From an optimization exercise on the open Yosys and OpenROAD flow, aimed at small area; shortcuts taken in it are not production practice. Only simulation tests tie the RTL to the original design; equivalence was not proved.

--- flow/design.v ---
module sprite_compositor #(
  parameter int unsigned         NUM_OBJ  = 4,
  parameter int unsigned         COORD_W  = 10,
  parameter int unsigned         COLOR_W  = 24,
  parameter logic [COLOR_W-1:0]  BG_COLOR = '0
) (
  input  logic                         clk_i,
  input  logic                         reset_i,
  input  logic [COORD_W-1:0]           pixel_x_i,
  input  logic [COORD_W-1:0]           pixel_y_i,
  input  logic                         display_enable_i,
  input  logic                         frame_start_i,
  input  logic                         color_mode_i,
  input  logic [NUM_OBJ*COORD_W-1:0]   obj_x_i,
  input  logic [NUM_OBJ*COORD_W-1:0]   obj_y_i,
  input  logic [NUM_OBJ*COORD_W-1:0]   obj_w_i,
  input  logic [NUM_OBJ*COORD_W-1:0]   obj_h_i,
  input  logic [NUM_OBJ-1:0]           obj_circle_i,
  input  logic [NUM_OBJ*COLOR_W-1:0]   obj_color_i,
  input  logic [NUM_OBJ-1:0]           obj_en_i,
  output logic [COLOR_W-1:0]           rgb_o,
  output logic                         rgb_valid_o,
  output logic [NUM_OBJ-1:0]           hit_o,
  output logic [NUM_OBJ-1:0]           overlap_flags_o
);
  logic [NUM_OBJ*(COORD_W+1)-1:0] sh_x_q, sh_y_q, base_x_d, base_y_d;
  logic [NUM_OBJ*COORD_W-1:0] sh_w_q, sh_h_q;
  logic [NUM_OBJ-1:0]         sh_circle_q, sh_en_q;
  logic [NUM_OBJ*COLOR_W-1:0] sh_color_q;
  always_ff @(posedge clk_i or posedge reset_i) begin
    if (reset_i)             sh_en_q <= '0;
    else if (frame_start_i)  sh_en_q <= obj_en_i;
  end
  for (genvar i = 0; i < NUM_OBJ; i++) begin : g_base
    sprite_compositor_base u_bx (
      .x    (obj_x_i[i*COORD_W +: COORD_W]),
      .w    (obj_w_i[i*COORD_W +: COORD_W]),
      .circ (obj_circle_i[i]),
      .b    (base_x_d[i*(COORD_W+1) +: COORD_W+1])
    );
    sprite_compositor_base u_by (
      .x    (obj_y_i[i*COORD_W +: COORD_W]),
      .w    (obj_w_i[i*COORD_W +: COORD_W]),
      .circ (obj_circle_i[i]),
      .b    (base_y_d[i*(COORD_W+1) +: COORD_W+1])
    );
  end
  always_ff @(posedge clk_i) begin
    if (frame_start_i) begin
      sh_x_q      <= base_x_d;
      sh_y_q      <= base_y_d;
      sh_w_q      <= obj_w_i;
      sh_h_q      <= obj_h_i;
      sh_circle_q <= obj_circle_i;
      sh_color_q  <= obj_color_i;
    end
  end
  logic [NUM_OBJ-1:0] hit_d;
  for (genvar i = 0; i < NUM_OBJ; i++) begin : g_obj
    sprite_compositor_obj u_obj (
      .px   (pixel_x_i),
      .py   (pixel_y_i),
      .bx   (sh_x_q[i*(COORD_W+1) +: COORD_W+1]),
      .by   (sh_y_q[i*(COORD_W+1) +: COORD_W+1]),
      .w    (sh_w_q[i*COORD_W +: COORD_W]),
      .h    (sh_h_q[i*COORD_W +: COORD_W]),
      .circ (sh_circle_q[i]),
      .en   (sh_en_q[i]),
      .hit  (hit_d[i])
    );
  end
  logic [COLOR_W-1:0] rgb_d;
  always_comb begin
    if (color_mode_i) begin
      rgb_d = BG_COLOR;
      for (int i = NUM_OBJ - 1; i >= 0; i--)
        if (hit_d[i]) rgb_d = sh_color_q[i*COLOR_W +: COLOR_W];
    end else begin
      rgb_d = (|hit_d) ? '0 : '1;
    end
  end
  logic               v1_q, v2_q;
  logic [COLOR_W-1:0] rgb1_q, rgb2_q;
  logic [NUM_OBJ-1:0] hit1_q, hit2_q;
  always_ff @(posedge clk_i or posedge reset_i) begin
    if (reset_i) begin
      v1_q <= 1'b0;
      v2_q <= 1'b0;
    end else begin
      v1_q <= display_enable_i;
      v2_q <= v1_q;
    end
  end
  always_ff @(posedge clk_i) begin
    rgb1_q <= rgb_d;
    hit1_q <= hit_d;
    rgb2_q <= rgb1_q;
    hit2_q <= hit1_q;
  end
  logic [COLOR_W-1:0] rgb_q;
  logic [NUM_OBJ-1:0] hit_q;
  logic               valid_q;
  always_ff @(posedge clk_i or posedge reset_i) begin
    if (reset_i) begin
      rgb_q   <= '0;
      valid_q <= 1'b0;
      hit_q   <= '0;
    end else begin
      rgb_q   <= v2_q ? rgb2_q : '0;
      valid_q <= v2_q;
      hit_q   <= v2_q ? hit2_q : '0;
    end
  end
  logic [NUM_OBJ-1:0] upd_d, acc_q, ovl_q;
  always_comb begin
    for (int unsigned i = 0; i < NUM_OBJ; i++)
      upd_d[i] = hit_q[i] && |(hit_q & ~(NUM_OBJ'(1) << i));
  end
  always_ff @(posedge clk_i or posedge reset_i) begin
    if (reset_i) begin
      acc_q <= '0;
      ovl_q <= '0;
    end else if (frame_start_i) begin
      ovl_q <= acc_q | upd_d;
      acc_q <= '0;
    end else begin
      acc_q <= acc_q | upd_d;
    end
  end
  assign rgb_o           = rgb_q;
  assign rgb_valid_o     = valid_q;
  assign hit_o           = hit_q;
  assign overlap_flags_o = ovl_q;
endmodule
module sprite_compositor_obj (
  input  logic [9:0]  px, py, w, h,
  input  logic [10:0] bx, by,
  input  logic        circ, en,
  output logic        hit
);
  logic [11:0] dx, dy;
  assign dx = {2'b0, px} - {1'b0, bx};
  assign dy = {2'b0, py} - {1'b0, by};
  logic p1, p2, p3, p4, p5, p6, p7, p8, p9, p10, p11, p12, p13, p14, p15, p16, p17, p18, p19, p20, p21, p22, p23, p24, p25, p26, p27, p28, p29, p30, p31, p32, p33, p34, p35, p36, q37, q38, q39, q40, q41, q42, q43, q44, q45, p46, p47, p48, p49, p50, p51, p52, p53, p54, p55, p56, p57, p58, p59, p60, p61, p62, p63, p64, p65, p66, p67, p68, p69, p70, p71, p72, p73, p74, p75, p76, p77, p78, p79, p80, p81, q82, q83, q84, q85, q86, q87, q88, q89, q90, r91, r92, r93, r94, r95, r96, r97, r98, r99, r100, r101, r102, r103, r104, r105, r106, r107, r108, r109, r110, r111, r112, r113, r114, r115, r116, r117, r118, r119, r120, r121, r122, r123, r124, r125, r126, s127, c128, s129, c130, s131, c132, s133, c134, s135, c136, s137, c138, s139, c140, s141, c142, s143, c144, s145, c146, s147, c148, s149, c150, s151, c152, s153, c154, s155, c156, s157, c158, s159, c160, s161, c162, s163, c164, s165, c166, s167, c168, s169, c170, s171, c172, s173, c174, s175, c176, s177, c178, s179, c180, s181, c182, s183, c184, s185, c186, s187, c188, s189, c190, s191, c192, s193, c194, s195, c196, s197, c198, s199, c200, s201, c202, s203, c204, s205, c206, s207, c208, s209, c210, s211, c212, s213, c214, s215, c216, s217, c218, s219, c220, s221, c222, s223, c224, s225, c226, s227, c228, s229, c230, s231, c232, s233, c234, s235, c236, s237, c238, s239, c240, s241, c242, s243, c244, s245, c246, s247, c248, s249, c250, s251, c252, s253, c254, s255, c256, s257, c258, s259, c260, s261, c262, s263, c264, s265, c266, s267, c268, s269, c270, s271, c272, s273, c274, s275, c276, s277, c278, s279, c280, s281, c282, s283, c284, s285, c286, s287, c288, s289, c290, s291, c292, s293, c294, s295, c296, s297, c298, s299, c300, s301, c302, s303, c304, s305, c306, s307, c308, s309, c310, s311, c312, s313, c314, s315, c316, s317, c318, s319, c320, s321, c322, s323, c324, s325, c326, s327, c328, s329, c330, s331, c332, s333, c334, s335, c336, s337, c338, s339, c340, s341, c342, s343, c344, s345, c346, s347, c348, s349, c350, s351, c352, s353, c354, s355, c356, s357, c358, s359, c360, s361, c362, s363, c364, s365, c366, s367, c368, s369, c370, s371, c372, s373, c374, s375, c376, s377, c378, s379, c380, s381, c382, s383, c384, s385, c386, s387, c388, s389, c390, s391, c392, s393, c394, s395, c396, s397, g398, g399, g400, g401, g402, g403, g404, g405, g406, g407, g408, g409, g410, g411, g412, g413, g414, g415, g416, g417, g418, g419, g420, g421, g422, g423, g424, g425, g426, g427, g428, g429, g430, g431, k432, k433, k434, k435, k436, k437, k438, k439, k440, k441, k442, k443, k444, k445, k446, k447, k448, k449, k450, k451, k452, k453, k454, k455;
  assign p1 = dx[0] & dx[1];
  assign p2 = dx[0] & dx[2];
  assign p3 = dx[0] & dx[3];
  assign p4 = dx[0] & dx[4];
  assign p5 = dx[0] & dx[5];
  assign p6 = dx[0] & dx[6];
  assign p7 = dx[0] & dx[7];
  assign p8 = dx[0] & dx[8];
  assign p9 = dx[1] & dx[2];
  assign p10 = dx[1] & dx[3];
  assign p11 = dx[1] & dx[4];
  assign p12 = dx[1] & dx[5];
  assign p13 = dx[1] & dx[6];
  assign p14 = dx[1] & dx[7];
  assign p15 = dx[1] & dx[8];
  assign p16 = dx[2] & dx[3];
  assign p17 = dx[2] & dx[4];
  assign p18 = dx[2] & dx[5];
  assign p19 = dx[2] & dx[6];
  assign p20 = dx[2] & dx[7];
  assign p21 = dx[2] & dx[8];
  assign p22 = dx[3] & dx[4];
  assign p23 = dx[3] & dx[5];
  assign p24 = dx[3] & dx[6];
  assign p25 = dx[3] & dx[7];
  assign p26 = dx[3] & dx[8];
  assign p27 = dx[4] & dx[5];
  assign p28 = dx[4] & dx[6];
  assign p29 = dx[4] & dx[7];
  assign p30 = dx[4] & dx[8];
  assign p31 = dx[5] & dx[6];
  assign p32 = dx[5] & dx[7];
  assign p33 = dx[5] & dx[8];
  assign p34 = dx[6] & dx[7];
  assign p35 = dx[6] & dx[8];
  assign p36 = dx[7] & dx[8];
  assign q37 = ~(dx[9] & dx[0]);
  assign q38 = ~(dx[9] & dx[1]);
  assign q39 = ~(dx[9] & dx[2]);
  assign q40 = ~(dx[9] & dx[3]);
  assign q41 = ~(dx[9] & dx[4]);
  assign q42 = ~(dx[9] & dx[5]);
  assign q43 = ~(dx[9] & dx[6]);
  assign q44 = ~(dx[9] & dx[7]);
  assign q45 = ~(dx[9] & dx[8]);
  assign p46 = dy[0] & dy[1];
  assign p47 = dy[0] & dy[2];
  assign p48 = dy[0] & dy[3];
  assign p49 = dy[0] & dy[4];
  assign p50 = dy[0] & dy[5];
  assign p51 = dy[0] & dy[6];
  assign p52 = dy[0] & dy[7];
  assign p53 = dy[0] & dy[8];
  assign p54 = dy[1] & dy[2];
  assign p55 = dy[1] & dy[3];
  assign p56 = dy[1] & dy[4];
  assign p57 = dy[1] & dy[5];
  assign p58 = dy[1] & dy[6];
  assign p59 = dy[1] & dy[7];
  assign p60 = dy[1] & dy[8];
  assign p61 = dy[2] & dy[3];
  assign p62 = dy[2] & dy[4];
  assign p63 = dy[2] & dy[5];
  assign p64 = dy[2] & dy[6];
  assign p65 = dy[2] & dy[7];
  assign p66 = dy[2] & dy[8];
  assign p67 = dy[3] & dy[4];
  assign p68 = dy[3] & dy[5];
  assign p69 = dy[3] & dy[6];
  assign p70 = dy[3] & dy[7];
  assign p71 = dy[3] & dy[8];
  assign p72 = dy[4] & dy[5];
  assign p73 = dy[4] & dy[6];
  assign p74 = dy[4] & dy[7];
  assign p75 = dy[4] & dy[8];
  assign p76 = dy[5] & dy[6];
  assign p77 = dy[5] & dy[7];
  assign p78 = dy[5] & dy[8];
  assign p79 = dy[6] & dy[7];
  assign p80 = dy[6] & dy[8];
  assign p81 = dy[7] & dy[8];
  assign q82 = ~(dy[9] & dy[0]);
  assign q83 = ~(dy[9] & dy[1]);
  assign q84 = ~(dy[9] & dy[2]);
  assign q85 = ~(dy[9] & dy[3]);
  assign q86 = ~(dy[9] & dy[4]);
  assign q87 = ~(dy[9] & dy[5]);
  assign q88 = ~(dy[9] & dy[6]);
  assign q89 = ~(dy[9] & dy[7]);
  assign q90 = ~(dy[9] & dy[8]);
  assign r91 = ~(w[1] & w[2]);
  assign r92 = ~(w[1] & w[3]);
  assign r93 = ~(w[1] & w[4]);
  assign r94 = ~(w[1] & w[5]);
  assign r95 = ~(w[1] & w[6]);
  assign r96 = ~(w[1] & w[7]);
  assign r97 = ~(w[1] & w[8]);
  assign r98 = ~(w[1] & w[9]);
  assign r99 = ~(w[2] & w[3]);
  assign r100 = ~(w[2] & w[4]);
  assign r101 = ~(w[2] & w[5]);
  assign r102 = ~(w[2] & w[6]);
  assign r103 = ~(w[2] & w[7]);
  assign r104 = ~(w[2] & w[8]);
  assign r105 = ~(w[2] & w[9]);
  assign r106 = ~(w[3] & w[4]);
  assign r107 = ~(w[3] & w[5]);
  assign r108 = ~(w[3] & w[6]);
  assign r109 = ~(w[3] & w[7]);
  assign r110 = ~(w[3] & w[8]);
  assign r111 = ~(w[3] & w[9]);
  assign r112 = ~(w[4] & w[5]);
  assign r113 = ~(w[4] & w[6]);
  assign r114 = ~(w[4] & w[7]);
  assign r115 = ~(w[4] & w[8]);
  assign r116 = ~(w[4] & w[9]);
  assign r117 = ~(w[5] & w[6]);
  assign r118 = ~(w[5] & w[7]);
  assign r119 = ~(w[5] & w[8]);
  assign r120 = ~(w[5] & w[9]);
  assign r121 = ~(w[6] & w[7]);
  assign r122 = ~(w[6] & w[8]);
  assign r123 = ~(w[6] & w[9]);
  assign r124 = ~(w[7] & w[8]);
  assign r125 = ~(w[7] & w[9]);
  assign r126 = ~(w[8] & w[9]);
  assign s127 = 1'b1 ^ r91 ^ ~w[2];
  assign c128 = (1'b1 & r91) | (~w[2] & (1'b1 ^ r91));
  assign s129 = 1'b1 ^ r93 ^ r99;
  assign c130 = (1'b1 & r93) | (r99 & (1'b1 ^ r93));
  assign s131 = 1'b1 ^ r100 ^ r94;
  assign c132 = (1'b1 & r100) | (r94 & (1'b1 ^ r100));
  assign s133 = 1'b1 ^ r101 ^ r106;
  assign c134 = (1'b1 & r101) | (r106 & (1'b1 ^ r101));
  assign s135 = 1'b1 ^ r102 ^ r107;
  assign c136 = (1'b1 & r102) | (r107 & (1'b1 ^ r102));
  assign s137 = 1'b1 ^ r103 ^ r108;
  assign c138 = (1'b1 & r103) | (r108 & (1'b1 ^ r103));
  assign s139 = r112 ^ r97 ^ ~w[5];
  assign c140 = (r112 & r97) | (~w[5] & (r112 ^ r97));
  assign s141 = 1'b1 ^ r104 ^ r109;
  assign c142 = (1'b1 & r104) | (r109 & (1'b1 ^ r104));
  assign s143 = r105 ^ r110 ^ r114;
  assign c144 = (r105 & r110) | (r114 & (r105 ^ r110));
  assign s145 = 1'b1 ^ r111 ^ r115;
  assign c146 = (1'b1 & r111) | (r115 & (1'b1 ^ r111));
  assign s147 = r116 ^ r119 ^ r121;
  assign c148 = (r116 & r119) | (r121 & (r116 ^ r119));
  assign s149 = r123 ^ r124 ^ ~w[8];
  assign c150 = (r123 & r124) | (~w[8] & (r123 ^ r124));
  assign s151 = 1'b1 ^ r92 ^ c128;
  assign c152 = (1'b1 & r92) | (c128 & (1'b1 ^ r92));
  assign s153 = r95 ^ ~w[4] ^ c132;
  assign c154 = (r95 & ~w[4]) | (c132 & (r95 ^ ~w[4]));
  assign s155 = r113 ^ r98 ^ c138;
  assign c156 = (r113 & r98) | (c138 & (r113 ^ r98));
  assign s157 = r117 ^ ~w[6] ^ c142;
  assign c158 = (r117 & ~w[6]) | (c142 & (r117 ^ ~w[6]));
  assign s159 = r120 ^ r122 ^ c148;
  assign c160 = (r120 & r122) | (c148 & (r120 ^ r122));
  assign s161 = r96 ^ c134 ^ s135;
  assign c162 = (r96 & c134) | (s135 & (r96 ^ c134));
  assign s163 = c136 ^ s137 ^ s139;
  assign c164 = (c136 & s137) | (s139 & (c136 ^ s137));
  assign s165 = r118 ^ c144 ^ s145;
  assign c166 = (r118 & c144) | (s145 & (r118 ^ c144));
  assign s167 = ~w[7] ^ c146 ^ s147;
  assign c168 = (~w[7] & c146) | (s147 & (~w[7] ^ c146));
  assign s169 = ~w[3] ^ s129 ^ c152;
  assign c170 = (~w[3] & s129) | (c152 & (~w[3] ^ s129));
  assign s171 = c140 ^ s141 ^ c164;
  assign c172 = (c140 & s141) | (c164 & (c140 ^ s141));
  assign s173 = s143 ^ c156 ^ s157;
  assign c174 = (s143 & c156) | (s157 & (s143 ^ c156));
  assign s175 = c130 ^ s131 ^ c170;
  assign c176 = (c130 & s131) | (c170 & (c130 ^ s131));
  assign s177 = c158 ^ s165 ^ c174;
  assign c178 = (c158 & s165) | (c174 & (c158 ^ s165));
  assign s179 = s133 ^ s153 ^ c176;
  assign c180 = (s133 & s153) | (c176 & (s133 ^ s153));
  assign s181 = c166 ^ s167 ^ c178;
  assign c182 = (c166 & s167) | (c178 & (c166 ^ s167));
  assign s183 = c154 ^ s161 ^ c180;
  assign c184 = (c154 & s161) | (c180 & (c154 ^ s161));
  assign s185 = c168 ^ s159 ^ c182;
  assign c186 = (c168 & s159) | (c182 & (c168 ^ s159));
  assign s187 = s127 ^ dx[1] ^ dy[1];
  assign c188 = (s127 & dx[1]) | (dy[1] & (s127 ^ dx[1]));
  assign s189 = s169 ^ dx[2] ^ dy[2];
  assign c190 = (s169 & dx[2]) | (dy[2] & (s169 ^ dx[2]));
  assign s191 = c162 ^ s163 ^ c184;
  assign c192 = (c162 & s163) | (c184 & (c162 ^ s163));
  assign s193 = s179 ^ dx[3] ^ dy[3];
  assign c194 = (s179 & dx[3]) | (dy[3] & (s179 ^ dx[3]));
  assign s195 = s151 ^ p2 ^ p47;
  assign c196 = (s151 & p2) | (p47 & (s151 ^ p2));
  assign s197 = s149 ^ c160 ^ c186;
  assign c198 = (s149 & c160) | (c186 & (s149 ^ c160));
  assign s199 = p54 ^ p9 ^ p3;
  assign c200 = (p54 & p9) | (p3 & (p54 ^ p9));
  assign s201 = s175 ^ p10 ^ p55;
  assign c202 = (s175 & p10) | (p55 & (s175 ^ p10));
  assign s203 = c172 ^ s173 ^ dx[5];
  assign c204 = (c172 & s173) | (dx[5] & (c172 ^ s173));
  assign s205 = p16 ^ p61 ^ p11;
  assign c206 = (p16 & p61) | (p11 & (p16 ^ p61));
  assign s207 = s183 ^ p17 ^ p62;
  assign c208 = (s183 & p17) | (p62 & (s183 ^ p17));
  assign s209 = dx[4] ^ dy[4] ^ p22;
  assign c210 = (dx[4] & dy[4]) | (p22 & (dx[4] ^ dy[4]));
  assign s211 = s181 ^ dx[6] ^ dy[6];
  assign c212 = (s181 & dx[6]) | (dy[6] & (s181 ^ dx[6]));
  assign s213 = p56 ^ p5 ^ p50;
  assign c214 = (p56 & p5) | (p50 & (p56 ^ p5));
  assign s215 = p67 ^ p18 ^ p63;
  assign c216 = (p67 & p18) | (p63 & (p67 ^ p18));
  assign s217 = s155 ^ s171 ^ p23;
  assign c218 = (s155 & s171) | (p23 & (s155 ^ s171));
  assign s219 = dy[5] ^ p27 ^ p72;
  assign c220 = (dy[5] & p27) | (p72 & (dy[5] ^ p27));
  assign s221 = p4 ^ p49 ^ c190;
  assign c222 = (p4 & p49) | (c190 & (p4 ^ p49));
  assign s223 = p12 ^ p57 ^ p51;
  assign c224 = (p12 & p57) | (p51 & (p12 ^ p57));
  assign s225 = p68 ^ c192 ^ p19;
  assign c226 = (p68 & c192) | (p19 & (p68 ^ c192));
  assign s227 = s177 ^ p28 ^ p73;
  assign c228 = (s177 & p28) | (p73 & (s177 ^ p28));
  assign s229 = r126 ^ ~w[9] ^ dx[8];
  assign c230 = (r126 & ~w[9]) | (dx[8] & (r126 ^ ~w[9]));
  assign s231 = p48 ^ s189 ^ c196;
  assign c232 = (p48 & s189) | (c196 & (p48 ^ s189));
  assign s233 = p13 ^ p58 ^ s191;
  assign c234 = (p13 & p58) | (s191 & (p13 ^ p58));
  assign s235 = r125 ^ c150 ^ c198;
  assign c236 = (r125 & c150) | (c198 & (r125 ^ c150));
  assign s237 = p64 ^ p14 ^ p59;
  assign c238 = (p64 & p14) | (p59 & (p64 ^ p14));
  assign s239 = p24 ^ p69 ^ p20;
  assign c240 = (p24 & p69) | (p20 & (p24 ^ p69));
  assign s241 = p31 ^ p76 ^ p29;
  assign c242 = (p31 & p76) | (p29 & (p31 ^ p76));
  assign s243 = s185 ^ p32 ^ p77;
  assign c244 = (s185 & p32) | (p77 & (s185 ^ p32));
  assign s245 = dx[7] ^ dy[7] ^ p34;
  assign c246 = (dx[7] & dy[7]) | (p34 & (dx[7] ^ dy[7]));
  assign s247 = 1'b1 ^ dx[9] ^ dy[9];
  assign c248 = (1'b1 & dx[9]) | (dy[9] & (1'b1 ^ dx[9]));
  assign s249 = p65 ^ p15 ^ p60;
  assign c250 = (p65 & p15) | (p60 & (p65 ^ p15));
  assign s251 = p25 ^ p70 ^ p21;
  assign c252 = (p25 & p70) | (p21 & (p25 ^ p70));
  assign s253 = p74 ^ p26 ^ p71;
  assign c254 = (p74 & p26) | (p71 & (p74 ^ p26));
  assign s255 = p79 ^ s197 ^ p33;
  assign c256 = (p79 & s197) | (p33 & (p79 ^ s197));
  assign s257 = dy[8] ^ p36 ^ p81;
  assign c258 = (dy[8] & p36) | (p81 & (dy[8] ^ p36));
  assign s259 = p6 ^ c194 ^ c206;
  assign c260 = (p6 & c194) | (c206 & (p6 ^ c194));
  assign s261 = p52 ^ p7 ^ c208;
  assign c262 = (p52 & p7) | (c208 & (p52 ^ p7));
  assign s263 = p53 ^ p8 ^ c210;
  assign c264 = (p53 & p8) | (c210 & (p53 ^ p8));
  assign s265 = q37 ^ q82 ^ s203;
  assign c266 = (q37 & q82) | (s203 & (q37 ^ q82));
  assign s267 = p66 ^ c204 ^ q38;
  assign c268 = (p66 & c204) | (q38 & (p66 ^ c204));
  assign s269 = p30 ^ p75 ^ q40;
  assign c270 = (p30 & p75) | (q40 & (p30 ^ p75));
  assign s271 = p78 ^ q41 ^ q86;
  assign c272 = (p78 & q41) | (q86 & (p78 ^ q41));
  assign s273 = p35 ^ p80 ^ q42;
  assign c274 = (p35 & p80) | (q42 & (p35 ^ p80));
  assign s275 = s193 ^ c202 ^ s205;
  assign c276 = (s193 & c202) | (s205 & (s193 ^ c202));
  assign s277 = q39 ^ q84 ^ s211;
  assign c278 = (q39 & q84) | (s211 & (q39 ^ q84));
  assign s279 = c200 ^ s201 ^ s221;
  assign c280 = (c200 & s201) | (s221 & (c200 ^ s201));
  assign s281 = s209 ^ s215 ^ c224;
  assign c282 = (s209 & s215) | (c224 & (s209 ^ s215));
  assign s283 = c218 ^ s219 ^ c226;
  assign c284 = (c218 & s219) | (c226 & (c218 ^ s219));
  assign s285 = q44 ^ q89 ^ c230;
  assign c286 = (q44 & q89) | (c230 & (q44 ^ q89));
  assign s287 = c216 ^ s217 ^ c234;
  assign c288 = (c216 & s217) | (c234 & (c216 ^ s217));
  assign s289 = q43 ^ q88 ^ c236;
  assign c290 = (q43 & q88) | (c236 & (q43 ^ q88));
  assign s291 = s207 ^ c214 ^ s223;
  assign c292 = (s207 & c214) | (s223 & (s207 ^ c214));
  assign s293 = q83 ^ c220 ^ s227;
  assign c294 = (q83 & c220) | (s227 & (q83 ^ c220));
  assign s295 = q85 ^ c212 ^ c242;
  assign c296 = (q85 & c212) | (c242 & (q85 ^ c212));
  assign s297 = q87 ^ c246 ^ s235;
  assign c298 = (q87 & c246) | (s235 & (q87 ^ c246));
  assign s299 = c228 ^ s241 ^ c252;
  assign c300 = (c228 & s241) | (c252 & (c228 ^ s241));
  assign s301 = q45 ^ q90 ^ s247;
  assign c302 = (q45 & q90) | (s247 & (q45 ^ q90));
  assign s303 = s225 ^ s237 ^ c262;
  assign c304 = (s225 & s237) | (c262 & (s225 ^ s237));
  assign s305 = c238 ^ s239 ^ c264;
  assign c306 = (c238 & s239) | (c264 & (c238 ^ s239));
  assign s307 = c240 ^ c250 ^ s251;
  assign c308 = (c240 & c250) | (s251 & (c240 ^ c250));
  assign s309 = c244 ^ s245 ^ s255;
  assign c310 = (c244 & s245) | (s255 & (c244 ^ s245));
  assign s311 = s229 ^ s257 ^ c274;
  assign c312 = (s229 & s257) | (c274 & (s229 ^ s257));
  assign s313 = s233 ^ c260 ^ s261;
  assign c314 = (s233 & c260) | (s261 & (s233 ^ c260));
  assign s315 = s243 ^ c254 ^ s269;
  assign c316 = (s243 & c254) | (s269 & (s243 ^ c254));
  assign s317 = c256 ^ c272 ^ s273;
  assign c318 = (c256 & c272) | (s273 & (c256 ^ c272));
  assign s319 = c222 ^ s213 ^ s275;
  assign c320 = (c222 & s213) | (s275 & (c222 ^ s213));
  assign s321 = c266 ^ s267 ^ c284;
  assign c322 = (c266 & s267) | (c284 & (c266 ^ s267));
  assign s323 = s253 ^ c268 ^ s277;
  assign c324 = (s253 & c268) | (s277 & (s253 ^ c268));
  assign s325 = s249 ^ s265 ^ c288;
  assign c326 = (s249 & s265) | (c288 & (s249 ^ s265));
  assign s327 = c270 ^ s271 ^ c296;
  assign c328 = (c270 & s271) | (c296 & (c270 ^ s271));
  assign s329 = c258 ^ c290 ^ s285;
  assign c330 = (c258 & c290) | (s285 & (c258 ^ c290));
  assign s331 = s263 ^ c282 ^ s287;
  assign c332 = (s263 & c282) | (s287 & (s263 ^ c282));
  assign s333 = c276 ^ s259 ^ s291;
  assign c334 = (c276 & s259) | (s291 & (c276 ^ s259));
  assign s335 = c278 ^ s295 ^ c300;
  assign c336 = (c278 & s295) | (c300 & (c278 ^ s295));
  assign s337 = c294 ^ c308 ^ s299;
  assign c338 = (c294 & c308) | (s299 & (c294 ^ c308));
  assign s339 = s283 ^ c304 ^ s305;
  assign c340 = (s283 & c304) | (s305 & (s283 ^ c304));
  assign s341 = s293 ^ c306 ^ s307;
  assign c342 = (s293 & c306) | (s307 & (s293 ^ c306));
  assign s343 = c298 ^ s289 ^ c318;
  assign c344 = (c298 & s289) | (c318 & (c298 ^ s289));
  assign s345 = c292 ^ s281 ^ s313;
  assign c346 = (c292 & s281) | (s313 & (c292 ^ s281));
  assign s347 = s297 ^ c310 ^ s317;
  assign c348 = (s297 & c310) | (s317 & (s297 ^ c310));
  assign s349 = s309 ^ c316 ^ s327;
  assign c350 = (s309 & c316) | (s327 & (s309 ^ c316));
  assign s351 = c314 ^ s303 ^ s331;
  assign c352 = (c314 & s303) | (s331 & (c314 ^ s303));
  assign s353 = s315 ^ c324 ^ c338;
  assign c354 = (s315 & c324) | (c338 & (s315 ^ c324));
  assign s355 = c326 ^ s321 ^ c340;
  assign c356 = (c326 & s321) | (c340 & (c326 ^ s321));
  assign s357 = c322 ^ s323 ^ c342;
  assign c358 = (c322 & s323) | (c342 & (c322 ^ s323));
  assign s359 = c332 ^ s325 ^ s339;
  assign c360 = (c332 & s325) | (s339 & (c332 ^ s325));
  assign s361 = ~w[1] ^ dx[0] ^ dy[0];
  assign c362 = (~w[1] & dx[0]) | (dy[0] & (~w[1] ^ dx[0]));
  assign s363 = p1 ^ p46 ^ s187;
  assign c364 = (p1 & p46) | (s187 & (p1 ^ p46));
  assign s365 = c188 ^ s195;
  assign c366 = c188 & s195;
  assign s367 = s199 ^ s231;
  assign c368 = s199 & s231;
  assign s369 = c232 ^ s279;
  assign c370 = c232 & s279;
  assign s371 = c280 ^ s319;
  assign c372 = c280 & s319;
  assign s373 = c320 ^ s333;
  assign c374 = c320 & s333;
  assign s375 = c334 ^ s345;
  assign c376 = c334 & s345;
  assign s377 = c346 ^ s351;
  assign c378 = c346 & s351;
  assign s379 = c352 ^ s359;
  assign c380 = c352 & s359;
  assign s381 = s341 ^ c360 ^ s355;
  assign c382 = (s341 & c360) | (s355 & (s341 ^ c360));
  assign s383 = s337 ^ c356 ^ s357;
  assign c384 = (s337 & c356) | (s357 & (s337 ^ c356));
  assign s385 = s335 ^ c358 ^ s353;
  assign c386 = (s335 & c358) | (s353 & (s335 ^ c358));
  assign s387 = c336 ^ s349 ^ c354;
  assign c388 = (c336 & s349) | (c354 & (c336 ^ s349));
  assign s389 = c328 ^ s347 ^ c350;
  assign c390 = (c328 & s347) | (c350 & (c328 ^ s347));
  assign s391 = s311 ^ c348 ^ s343;
  assign c392 = (s311 & c348) | (s343 & (s311 ^ c348));
  assign s393 = c312 ^ s329 ^ c344;
  assign c394 = (c312 & s329) | (c344 & (c312 ^ s329));
  assign s395 = c286 ^ s301 ^ c330;
  assign c396 = (c286 & s301) | (c330 & (c286 ^ s301));
  assign s397 = 1'b1 ^ c248 ^ c302;
  assign g398 = c362 & 1'b1;
  assign g399 = c362 | 1'b1;
  assign g400 = c364 & s365;
  assign g401 = c364 | s365;
  assign g402 = c366 & s367;
  assign g403 = c366 | s367;
  assign g404 = c368 & s369;
  assign g405 = c368 | s369;
  assign g406 = c370 & s371;
  assign g407 = c370 | s371;
  assign g408 = c372 & s373;
  assign g409 = c372 | s373;
  assign g410 = c374 & s375;
  assign g411 = c374 | s375;
  assign g412 = c376 & s377;
  assign g413 = c376 | s377;
  assign g414 = c378 & s379;
  assign g415 = c378 | s379;
  assign g416 = c380 & s381;
  assign g417 = c380 | s381;
  assign g418 = c382 & s383;
  assign g419 = c382 | s383;
  assign g420 = c384 & s385;
  assign g421 = c384 | s385;
  assign g422 = c386 & s387;
  assign g423 = c386 | s387;
  assign g424 = c388 & s389;
  assign g425 = c388 | s389;
  assign g426 = c390 & s391;
  assign g427 = c390 | s391;
  assign g428 = c392 & s393;
  assign g429 = c392 | s393;
  assign g430 = c394 & s395;
  assign g431 = c394 | s395;
  assign k432 = g398 | (g399 & 1'b0);
  assign k433 = 1'b0 | (s363 & k432);
  assign k434 = g400 | (g401 & k433);
  assign k435 = g402 | (g403 & k434);
  assign k436 = g404 | (g405 & k435);
  assign k437 = g406 | (g407 & k436);
  assign k438 = g408 | (g409 & k437);
  assign k439 = g410 | (g411 & k438);
  assign k440 = g430 | (g431 & g428);
  assign k441 = g431 & g429;
  assign k442 = g412 | (g413 & k439);
  assign k443 = g426 | (g427 & g424);
  assign k444 = g427 & g425;
  assign k445 = g422 | (g423 & g420);
  assign k446 = g423 & g421;
  assign k447 = g414 | (g415 & k442);
  assign k448 = g418 | (g419 & g416);
  assign k449 = g419 & g417;
  assign k450 = k440 | (k441 & k443);
  assign k451 = k441 & k444;
  assign k452 = k448 | (k449 & k447);
  assign k453 = k450 | (k451 & k445);
  assign k454 = k451 & k446;
  assign k455 = k453 | (k454 & k452);
  logic in_sq;       
  assign in_sq = c396 ^ s397 ^ k455;
  logic rect, circle;
  assign rect   = !dx[11] && !dy[11] && (dx[9:0] < w) && (dy[9:0] < h);
  assign circle = (dx[11:9] == {3{dx[9]}}) && (dy[11:9] == {3{dy[9]}}) && in_sq;
  assign hit = en && (circ ? circle : rect);
endmodule
module sprite_compositor_base (
  input  logic [9:0]  x, w,
  input  logic        circ,
  output logic [10:0] b
);
  logic [8:0] r;
  logic [10:0] c;
  assign r = circ ? w[9:1] : 9'd0;
  assign c[0] = 1'b0;
  assign b[0] = x[0] ^ r[0] ^ c[0];
  assign c[1] = (x[0] & r[0]) | (c[0] & (x[0] ^ r[0]));
  assign b[1] = x[1] ^ r[1] ^ c[1];
  assign c[2] = (x[1] & r[1]) | (c[1] & (x[1] ^ r[1]));
  assign b[2] = x[2] ^ r[2] ^ c[2];
  assign c[3] = (x[2] & r[2]) | (c[2] & (x[2] ^ r[2]));
  assign b[3] = x[3] ^ r[3] ^ c[3];
  assign c[4] = (x[3] & r[3]) | (c[3] & (x[3] ^ r[3]));
  assign b[4] = x[4] ^ r[4] ^ c[4];
  assign c[5] = (x[4] & r[4]) | (c[4] & (x[4] ^ r[4]));
  assign b[5] = x[5] ^ r[5] ^ c[5];
  assign c[6] = (x[5] & r[5]) | (c[5] & (x[5] ^ r[5]));
  assign b[6] = x[6] ^ r[6] ^ c[6];
  assign c[7] = (x[6] & r[6]) | (c[6] & (x[6] ^ r[6]));
  assign b[7] = x[7] ^ r[7] ^ c[7];
  assign c[8] = (x[7] & r[7]) | (c[7] & (x[7] ^ r[7]));
  assign b[8] = x[8] ^ r[8] ^ c[8];
  assign c[9] = (x[8] & r[8]) | (c[8] & (x[8] ^ r[8]));
  assign b[9] = x[9] ^ 1'b0 ^ c[9];
  assign c[10] = (x[9] & 1'b0) | (c[9] & (x[9] ^ 1'b0));
  assign b[10] = c[10];
endmodule
--- flow/run.sh ---
#!/bin/bash
# synth_recipe.tcl (not shown) runs the flow's synth.tcl, then flattens the netlist and writes it again
# the make line also repeats each setting of config.mk as NAME=value (left out here)
make -C /OpenROAD-flow-scripts/flow DESIGN_CONFIG=/design/flow/config.mk WORK_HOME=/design/flow/orfs CLKGATE_MAP_FILE= SYNTH_SCRIPT=/design/flow/synth_recipe.tcl finish
--- flow/config.mk ---
export PLATFORM = sky130hd
export DESIGN_NAME = sprite_compositor
export DESIGN_NICKNAME = sprite_compositor
export VERILOG_FILES = /design/flow/design.v
export SDC_FILE = /design/flow/constraint.sdc
export NUM_CORES = 4
export LEC_CHECK = 0
export CAP_MARGIN = 20
export CORE_MARGIN = 2
export CORE_UTILIZATION = 65
export GPL_TIMING_DRIVEN = 0
export PLACE_DENSITY = 0.75
export SLEW_MARGIN = 20
--- flow/constraint.sdc ---
create_clock -name core_clock -period 9.0 [get_ports {clk_i}]
set_input_delay 1.8000 -clock core_clock [delete_from_list [all_inputs] [get_ports {clk_i}]]
set_output_delay 1.8000 -clock core_clock [all_outputs]
set_load 0.01 [all_outputs]
==> impl_metrics.toml, run 1 <==
[run_status]
status = "finished clean"

[final_layout]
finalNetCount = 4869
fillers = 3387
layout-drive-gt1-share_pct = 10.2
area_delta_synth_final_pct = 21.5
final_util_pct = 79.8
final_area_mm2 = 0.0429

[setup_path]
path_max_fanout = 10
path_class = "input port to flop"
crit_required_ns = 9.48
critical-path-max-stage-delay_ns = 0.57
critPathMostFrequentCell = "fa_1"
start_kind = "input port"
cp.arrival_ns = 9.33
critPathSlowestCell = "fa_1"
cp-end-kind = "flop"

[timing]
worstMarginPinSlew_ns = 1.16
clock.fmax_mhz = 113
holdWs_ns = 0.319
hold_violations = 0
slew_headroom_pct = 22.1
finalSetupViolCount = 0
fin_crit_sh_pct = 98.3
finClkSkew_ns = 0.0154
finalMaxSlewViolations = 0
period_needed_ns = 8.85

[global_route]
grt_max_degree = 107
grt.total_usage_pct = 35.5
grt_pass1_wl_mm = 152
grt_overflow_total = 0
antenna_found_initial = 12
grt_pass1_vias = 28700

[clocking]
insertion_delay_ns = 0.57
numCtsBuffers = 41
cts_tree = "built"
path_clk_slew_ns = 0.06
hold_buffers = 0
clkSinkCount = 367
cts.path.max_buffers = 3
cts-root-buf = "clkbuf_16"
htree_levels = 2

[floorplan]
die_w_um = 237
rows = 85
core-area_mm2 = 0.0538
io_pins = 322
dieArea_mm2 = 0.0562
start_util_pct = 65.7
die_y_um = 237

[routing]
vias_per_cell = 5.87
drtIter0Drc = 1871
wl_met2_mm = 47.8
met3_length_mm = 9.12
wl_per_cell_um = 21.7
route.vias.total = 26600
wl_met1_mm = 35.6
final_antenna_net_count = 0
drtPass1Iterations = 7
finalWirelength_mm = 98.4
topRoutingLayerUsed = "met5"
drc = 0

[synth]
ys_warn_count = 1
ys_ff_latch = 367
synth_cells = 3362
synth_fp_nets = 4427
synthFlopType = "edfxtp_1"
avgSynthCellArea_um2 = 10.5
yosysUniqueCellTypes = 87
netlist_top_cells_area = "fa_1 (30%), edfxtp_1 (23%), ha_1 (8.8%), inv_1 (7.7%), nand2_1 (3.6%)"
synth-edff-count = 268
synth_top_area_share_pct = 29.9
synth_top_area_cell = "fa_1"
synth.most_common_cell = "inv_1"
synth_common_cells = "inv_1 (729), fa_1 (528), nand2_1 (336)"
netlist_area_mm2 = 0.0353
async_reset_ff_share_pct = 11.7
yosysSeqAreaShare_pct = 29.0

[placed_design]
place_congestion = 0.940
port_buffers = 320
dpl.hpwl_mm = 75.1
dpl_cell_area_mm2 = 0.0396

[min_path]
hold_path.class = "flop to flop"

[flow_run]
max_cap_violations = 0
[worst max-delay path: cells and delay by family]
family          cells  cell delay (ns)
buf+inv            11             1.42
fa+ha+maj           9             3.73
xor+xnor            1             0.19
simple gates        4             0.89
compound gates      6             1.27
[through the flow]
| step | std cells | setup TNS [ns] | setup slack (ns) |
|---|---|---|---|
| final | 4536 | 0 | 0.149 |
| after global routing | 4532 | -0.575 | -0.0553 |
| after CTS | 4500 | 0 | 0.000237 |
| after detailed placement | 4383 | -53.44 | -2.18 |
| after global placement | 4378 | -721.13 | -2.91 |
| after floorplan | 3362 | 0 | 0.0211 |
[layout by cell type, fill, tap and decap left out, types with 64 or more instances in the layout]
cell,instances
fa_1,512
edfxtp_1,268
and2_1,125
a21oi_1,64
clkdlybuf4s50_1,304
buf_4,69
nand2_1,334
inv_1,714
ha_1,237
nor2_1,209
[routing by layer]
metal / vias to the layer above / GRT usage [%]
met1: 13300 / 43.3
met2: 1342 / 58.7
li1: 11700 / -
met3: 327 / 8.27
met4: 18 / 19.9
met5: - / 0
[flip-flops by register name, summed over array words and instances (netlist names), 4 cells and up]
| name | count |
|---|---|
| sh_h_q | 40 |
| rgb1_q | 24 |
| sh_color_q | 96 |
| sh_w_q | 40 |
| hit2_q | 4 |
| rgb_q | 24 |
| sh_x_q | 44 |
| sh_circle_q | 4 |
| sh_y_q | 44 |
| acc_q | 4 |
| rgb2_q | 24 |
| hit1_q | 4 |
| sh_en_q | 4 |
| hit_q | 4 |
| ovl_q | 4 |
[kinds of logic after synthesis]
kind of cell | count (synthesis) | synth area share (%)
fa+ha+maj | 783 | 38.9
simple gates | 893 | 11.9
mux | 12 | 0.365
buf+inv | 785 | 8.53
xor+xnor | 72 | 1.78
compound gates | 450 | 9.57
flops | 367 | 29.0
[path summary, 6_finish.rpt]
kind,from,end,slack [ns],cells after the start
worst max-delay path,pixel_y_i[0],rgb1_q[4],0.15,31
min in group asynchronous,reset_i,sh_en_q[1],1.64,2
worst max register to register,sh_w_q[23],rgb1_q[20],0.31,27
worst min-delay path,hit1_q[0],hit2_q[0],0.32,0
max in group asynchronous,reset_i,rgb_q[16],6.78,3
worst min register to register,hit1_q[0],hit2_q[0],0.32,0
[area by class of cell]
type,instances,area [um2],share of cell area [%]
Antenna cell,4,10.0,0.0233
Buffer,40,239,0.557
Clock buffer,52,1130,2.63
Clock inverter,23,263,0.612
Inverter,743,2810,6.55
Multi-Input combinational cell,2210,23400,54.5
Sequential cell,367,10200,23.9
Tap cell,696,871,2.03
Timing Repair Buffer,401,3950,9.21
[what timing repair did]
action / in CTS / in global routing
gates cloned: 0 / 1
pin swaps: 59 / 57
buffers inserted: 42 / 33
gates resized for setup: 189 / 74
endpoints found under the setup margin: 28 / 25
==> inputs of run 2 (changes only) <==
--- a/flow/config.mk
+++ b/flow/config.mk
@@ -8,6 +8,4 @@
 export CAP_MARGIN = 20
 export CORE_MARGIN = 2
-export CORE_UTILIZATION = 65
-export GPL_TIMING_DRIVEN = 0
-export PLACE_DENSITY = 0.75
+export CORE_UTILIZATION = 40
 export SLEW_MARGIN = 20
==> run 2 against run 1 <==
Against the previous run: core utilization decreased by 30 points; cell count is 15% higher; area after synthesis is the same; global-route usage fell by 12 points; fmax grew 0.24%; first-iteration DRC count fell by 19%; wire length grew 4.7%; design area grew 2.8%; non-clock buffer count grew 199; sequential share of layout area decreased by 0.66 points; setup slack improved by 0.021 ns; highest routed layer unchanged.
==> impl_metrics.toml, run 2 <==
[setup_path]
start_kind = "input port"
cp.arrival_ns = 9.28
critPathLaunch = "pixel_y_i[0]"
critPathMostFrequentCell = "fa_1"
path_class = "input port to flop"
critical-path-max-stage-delay_ns = 0.56
path_max_fanout = 10
critPathSlowestCell = "fa_1"
cp-end-kind = "flop"
worstSetupEndpoint = "rgb1_q[9]"
reg2regPathDepth = 28
crit_required_ns = 9.45
r2r-end = "rgb1_q[9]"
reg2reg_slack_ns = 0.35
reg2reg_from = "sh_w_q[22]"

[global_route]
grt_pass1_wl_mm = 159
grt_util_met3_pct = 5.10
top_usage_layer = "met2"
grt_overflow_total = 0
gr-usage-met1_pct = 31.4
grt_pass1_vias = 27000
antenna_found_initial = 33
grt_max_degree = 118
grt.total_usage_pct = 23.2
met2_usage_pct = 38.4

[final_layout]
final_cell_mix = "inv_1 (725), fa_1 (525), nand2_1 (335)"
top_register = "sh_color_q"
layout-drive-gt1-share_pct = 12.4
finalNetCount = 5070
final_common_cell = "inv_1"
area_delta_synth_final_pct = 24.9
largest_reg_flops = 96
final_cells = 5213
reg_top3 = "sh_color_q: 96 flops, sh_x_q: 44 flops, sh_y_q: 44 flops"

[floorplan]
io_pins = 322
die_w_um = 301
start_util_pct = 40.2
dieArea_mm2 = 0.0907
die_y_um = 301
core-area_mm2 = 0.0880
rows = 109

[routing]
route.vias.total = 25900
vias_per_cell = 4.97
drtIter0Drc = 1515
drc = 0
drtPass1Iterations = 5
wl_per_cell_um = 19.8
finalWirelength_mm = 103
final_antenna_net_count = 0

[clocking]
cts.path.max_buffers = 3
cts-root-buf = "clkbuf_16"
insertion_delay_ns = 0.60
numCtsBuffers = 43
htree_levels = 2
path_clk_slew_ns = 0.06
clkSinkCount = 367
cts_tree = "built"
hold_buffers = 0

[synth]
synth_common_cells = "inv_1 (729), fa_1 (528), nand2_1 (336)"
ys_ff_latch = 367
synth_top_family_by_area = "adder cells"
synth.most_common_cell = "inv_1"
synth_fp_nets = 4427
ys_warn_count = 1
synthFlopType = "edfxtp_1"
synth_xor_area_share_pct = 1.78
synth_cells = 3362
synthAdderAreaFrac_pct = 38.9
synth-edff-count = 268
synth_top_area_share_pct = 29.9
synth_simple_gate_area_share_pct = 11.9
synth-compound-area-share_pct = 9.57
yosysSeqAreaShare_pct = 29.0
synth.area.mux_share_pct = 0.365
yosysUniqueCellTypes = 87
avgSynthCellArea_um2 = 10.5
netlist_area_mm2 = 0.0353
netlist_top_cells_area = "fa_1 (30%), edfxtp_1 (23%), ha_1 (8.8%), inv_1 (7.7%), nand2_1 (3.6%)"
async_reset_ff_share_pct = 11.7
synth_top_area_cell = "fa_1"

[placed_design]
dp_slack_ns = -0.887
port_buffers = 321
dpl.hpwl_mm = 84.7
dp_cells = 5115
place_congestion = 0.912

[timing]
period_needed_ns = 8.83
worstMarginPinSlew_ns = 1.02
hold_violations = 0
fin_crit_sh_pct = 98.1
setup_slack_ns = 0.170
holdWs_ns = 0.325
finalMaxSlewViolations = 0
setup_tns_ns = 0
clock.fmax_mhz = 113
finalSetupViolCount = 0
slew_headroom_pct = 31.8
finClkSkew_ns = 0.0306

[run_status]
status = "finished clean"

[flow_run]
max_cap_violations = 0

[min_path]
hold_path.class = "flop to flop"
==> run 2: per-layer routing <==
metal / part of all wire (%) / vias to the layer above / routed length (um)
li1: - / 12100 / -
met1: 43 / 12900 / 44200
met2: 47 / 718 / 48500
met3: 7.5 / 150 / 7700
met4: 2.2 / 46 / 2240
met5: 0.30 / - / 312
==> run 2: kinds of logic after synthesis <==
kind of cell,count (synthesis)
and+or+nand+nor,893
adders and majority gates,783
buffers and inverters,785
DFF,367
muxes,12
xor gates and xnor gates,72
AOI/OAI and AO/OA,450
==> run 2: layout make-up <==
class | count | area [um2]
diodes | 9 | 22.5
clock buffers | 59 | 1230
clock inverters | 20 | 191
fillers | 8097 | 43800
inverters | 743 | 2790
multi-input cells | 2210 | 22400
flip-flops and latches | 367 | 10200
well taps | 1165 | 1460
repair buffers | 640 | 5800
==> run 2: what timing repair did <==
item                       in CTS  in global routing
pin swaps                       0                 26
buffers inserted                0                 10
setup endpoints to repair      24                 25
gates resized for setup         7                 57
gates cloned                    0                  0
==> run 2: worst min-delay path by stage <==
stage	from	endpoint	slack [ns]	cells past startpoint
after floorplan	hit1_q[0]	hit2_q[0]	0.31	0
final	rgb1_q[4]	rgb2_q[4]	0.33	0
after CTS	rgb1_q[10]	rgb2_q[10]	0.33	0
after global routing	rgb1_q[5]	rgb2_q[5]	0.33	0
after global placement	rgb1_q[1]	rgb2_q[1]	0.31	0
after detailed placement	rgb1_q[10]	rgb2_q[10]	0.31	0
==> run 2: critical path, delay by kind of cell <==
kind | cells | cell delay, ns
buf+inv | 8 | 1.10
fa+ha+maj | 9 | 3.69
simple gates | 5 | 1.16
compound gates | 6 | 1.16
xor+xnor | 2 | 0.36
==> run 2: through the flow <==
stage          instance area, um2  utilization, %
3_5_place_dp                42300            48.1
2_1_floorplan               35300               -
5_1_grt                     44100            50.2
3_3_place_gp                42300            48.1
6_report                    44100            50.2
4_1_cts                     43800            49.8
==> inputs of run 3 (changes only) <==
==> flow/flow/run.sh (new file) <==
#!/bin/bash
# Standard layout, unchanged.
set -e
bash standard.sh > standard.log 2>&1
==> flow/standard.sh (new file) <==
#!/bin/bash
# synth_recipe.tcl (not shown) runs the flow's synth.tcl, then flattens the netlist and writes it again
# the make line also repeats each setting of config.mk as NAME=value (left out here)
make -C /OpenROAD-flow-scripts/flow DESIGN_CONFIG=/design/flow/config.mk WORK_HOME=/design/flow/orfs CLKGATE_MAP_FILE= SYNTH_SCRIPT=/design/flow/synth_recipe.tcl "${@:-finish}"
removed: flow/run.sh
==> run 3 against run 2 <==
Against the previous run: synthesized cell count did not move; clock skew did not move; cell count did not move; non-clock buffer count unchanged; highest routed layer unchanged.
==> impl_metrics.toml, run 3 <==
[run_status]
status = "finished clean"

[floorplan]
die_y_um = 301
dieArea_mm2 = 0.0907
start_util_pct = 40.2
rows = 109
io_pins = 322
core-area_mm2 = 0.0880
die_w_um = 301

[timing]
hold_violations = 0
slew_headroom_pct = 31.8
finalSetupViolCount = 0
clock.fmax_mhz = 113
period_needed_ns = 8.83
finalMaxSlewViolations = 0
finClkSkew_ns = 0.0306
worstMarginPinSlew_ns = 1.02
fin_crit_sh_pct = 98.1

[routing]
final_antenna_net_count = 0
drtIter0Drc = 1515
route.vias.total = 25900
wl_per_cell_um = 19.8
vias_per_cell = 4.97
drc = 0
drtPass1Iterations = 5
finalWirelength_mm = 103

[global_route]
antenna_found_initial = 33
grt.total_usage_pct = 23.2
grt_pass1_wl_mm = 159
grt_pass1_vias = 27000
grt_overflow_total = 0
grt_max_degree = 118

[clocking]
clkSinkCount = 367
hold_buffers = 0
htree_levels = 2
cts_tree = "built"
numCtsBuffers = 43
insertion_delay_ns = 0.60
cts-root-buf = "clkbuf_16"
cts.path.max_buffers = 3
path_clk_slew_ns = 0.06

[setup_path]
critical-path-max-stage-delay_ns = 0.56
path_class = "input port to flop"
critPathMostFrequentCell = "fa_1"
start_kind = "input port"
cp.arrival_ns = 9.28
cp-end-kind = "flop"
crit_required_ns = 9.45
path_max_fanout = 10
critPathSlowestCell = "fa_1"

[final_layout]
multi_input_area_mm2 = 0.0224
final_util_pct = 50.2
area_delta_synth_final_pct = 24.9
final_common_cell = "inv_1"
ff_latch_area_mm2 = 0.0102
largest_reg_flops = 96
top_register = "sh_color_q"
finalNetCount = 5070
layout-drive-gt1-share_pct = 12.4
final_cell_mix = "inv_1 (725), fa_1 (525), nand2_1 (335)"
final_cells = 5213
reg_top3 = "sh_color_q: 96 flops, sh_x_q: 44 flops, sh_y_q: 44 flops"
fillers = 8097

[placed_design]
dpl.hpwl_mm = 84.7
port_buffers = 321
dp_cells = 5115
place_congestion = 0.912

[synth]
netlist_area_mm2 = 0.0353
synth_top_area_share_pct = 29.9
synth.most_common_cell = "inv_1"
avgSynthCellArea_um2 = 10.5
synth_fp_nets = 4427
synth_cells = 3362
ys_ff_latch = 367
ys_warn_count = 1
synth_common_cells = "inv_1 (729), fa_1 (528), nand2_1 (336)"
synthFlopType = "edfxtp_1"
netlist_top_cells_area = "fa_1 (30%), edfxtp_1 (23%), ha_1 (8.8%), inv_1 (7.7%), nand2_1 (3.6%)"
yosysSeqAreaShare_pct = 29.0
async_reset_ff_share_pct = 11.7
synth-edff-count = 268
yosysUniqueCellTypes = 87
synth_top_area_cell = "fa_1"

[min_path]
hold_path.class = "flop to flop"

[flow_run]
max_cap_violations = 0
run 3: cell counts in the layout (fill, tap and decap cells not counted):
Identical to the previous run, type by type.
run 3: per-layer routing:
metal	track usage, %	up-vias	part of all wire [%]
met3	5.10	150	7.5
li1	-	12100	-
met1	31.4	12900	43
met2	38.4	718	47
met5	0	-	0.30
met4	4.79	46	2.2
run 3: what timing repair did:
action                                  CTS  global route
endpoints found under the hold margin     0             0
pin swaps                                 0            26
endpoints found under the setup margin   24            25
setup buffers                             0            10
resized for setup                         7            57
run 3: critical path, delay by kind of cell:
family | cells | cell delay, ns
AND/OR/NAND/NOR | 5 | 1.16
XOR/XNOR | 2 | 0.36
buffers and inverters | 8 | 1.10
adder cells (fa/ha/maj) | 9 | 3.69
AO/OA/AOI/OAI | 6 | 1.16
run 3: layout make-up:
class / count / area share, %
antenna: 9 / 0.0510
multi-input combinational: 2210 / 50.7
inverter: 743 / 6.32
tap: 1165 / 3.30
sequential: 367 / 23.2
clock inverter: 20 / 0.434
timing repair buffer: 640 / 13.2
clock buffer: 59 / 2.78
run 3: worst paths after layout:
| check | slack (ns) | cells past startpoint | endpoint | startpoint |
|---|---|---|---|---|
| max | 0.17 | 30 | rgb1_q[9] | pixel_y_i[0] |
| min in group asynchronous | 1.71 | 3 | sh_en_q[0] | reset_i |
| min | 0.33 | 0 | rgb2_q[4] | rgb1_q[4] |
| max reg2reg | 0.35 | 28 | rgb1_q[9] | sh_w_q[22] |
| max in group asynchronous | 6.63 | 3 | rgb_q[10] | reset_i |
| min reg2reg | 0.33 | 0 | rgb2_q[4] | rgb1_q[4] |
run 3: kinds of logic after synthesis:
kind of cell / count (synthesis) / synth area share [%]
xor gates and xnor gates: 72 / 1.78
DFF: 367 / 29.0
adders and majority gates: 783 / 38.9
buffers and inverters: 785 / 8.53
muxes: 12 / 0.365
AOI/OAI and AO/OA: 450 / 9.57
and+or+nand+nor: 893 / 11.9
run 3: per-stage QoR:
step / cell area [um2] / worst slack [ns] / TNS (ns) / hold slack, ns
after floorplan: 35300 / 0.0211 / 0 / 0.310
after global placement: 42300 / -0.810 / -19.41 / 0.310
after detailed placement: 42300 / -0.887 / -21.30 / 0.312
after CTS: 43800 / 0.0354 / 0 / 0.325
after global routing: 44100 / -0.0368 / -0.375 / 0.329
final: 44100 / 0.170 / 0 / 0.325

afterwards: timing with drivers on the ports:
The flow's constraints put no driver on any port. The routed layouts listed below were extracted and timed again, unchanged, in two steps. Step 1, drivers: a clkbuf_16 drives clk_i and a buf_2 each remaining input, both assumed. Step 2 times the ports against the registers' clock, not the clock port: input delays grow and output delays shrink by t, the midpoint of the rising clock arrivals with the driver on. a / b / c = ideal / step 1 / step 2; a / b = the first two.
| run | shift t [ns] | setup slack, ns | worst slew at a driven data input, ns | pins driven straight from the clock port |
|---|---|---|---|---|
| run 1 | 0.623 | 0.149 / 0.187 / -0.436 | 0.13 | 1 |
| run 2 | 0.640 | 0.170 / 0.203 / -0.437 | 0.16 | 1 |
| run 3 | 0.640 | 0.170 / 0.203 / -0.437 | 0.16 | 1 |
Met with ideal ports but missed after step 2: setup timing in every run listed.
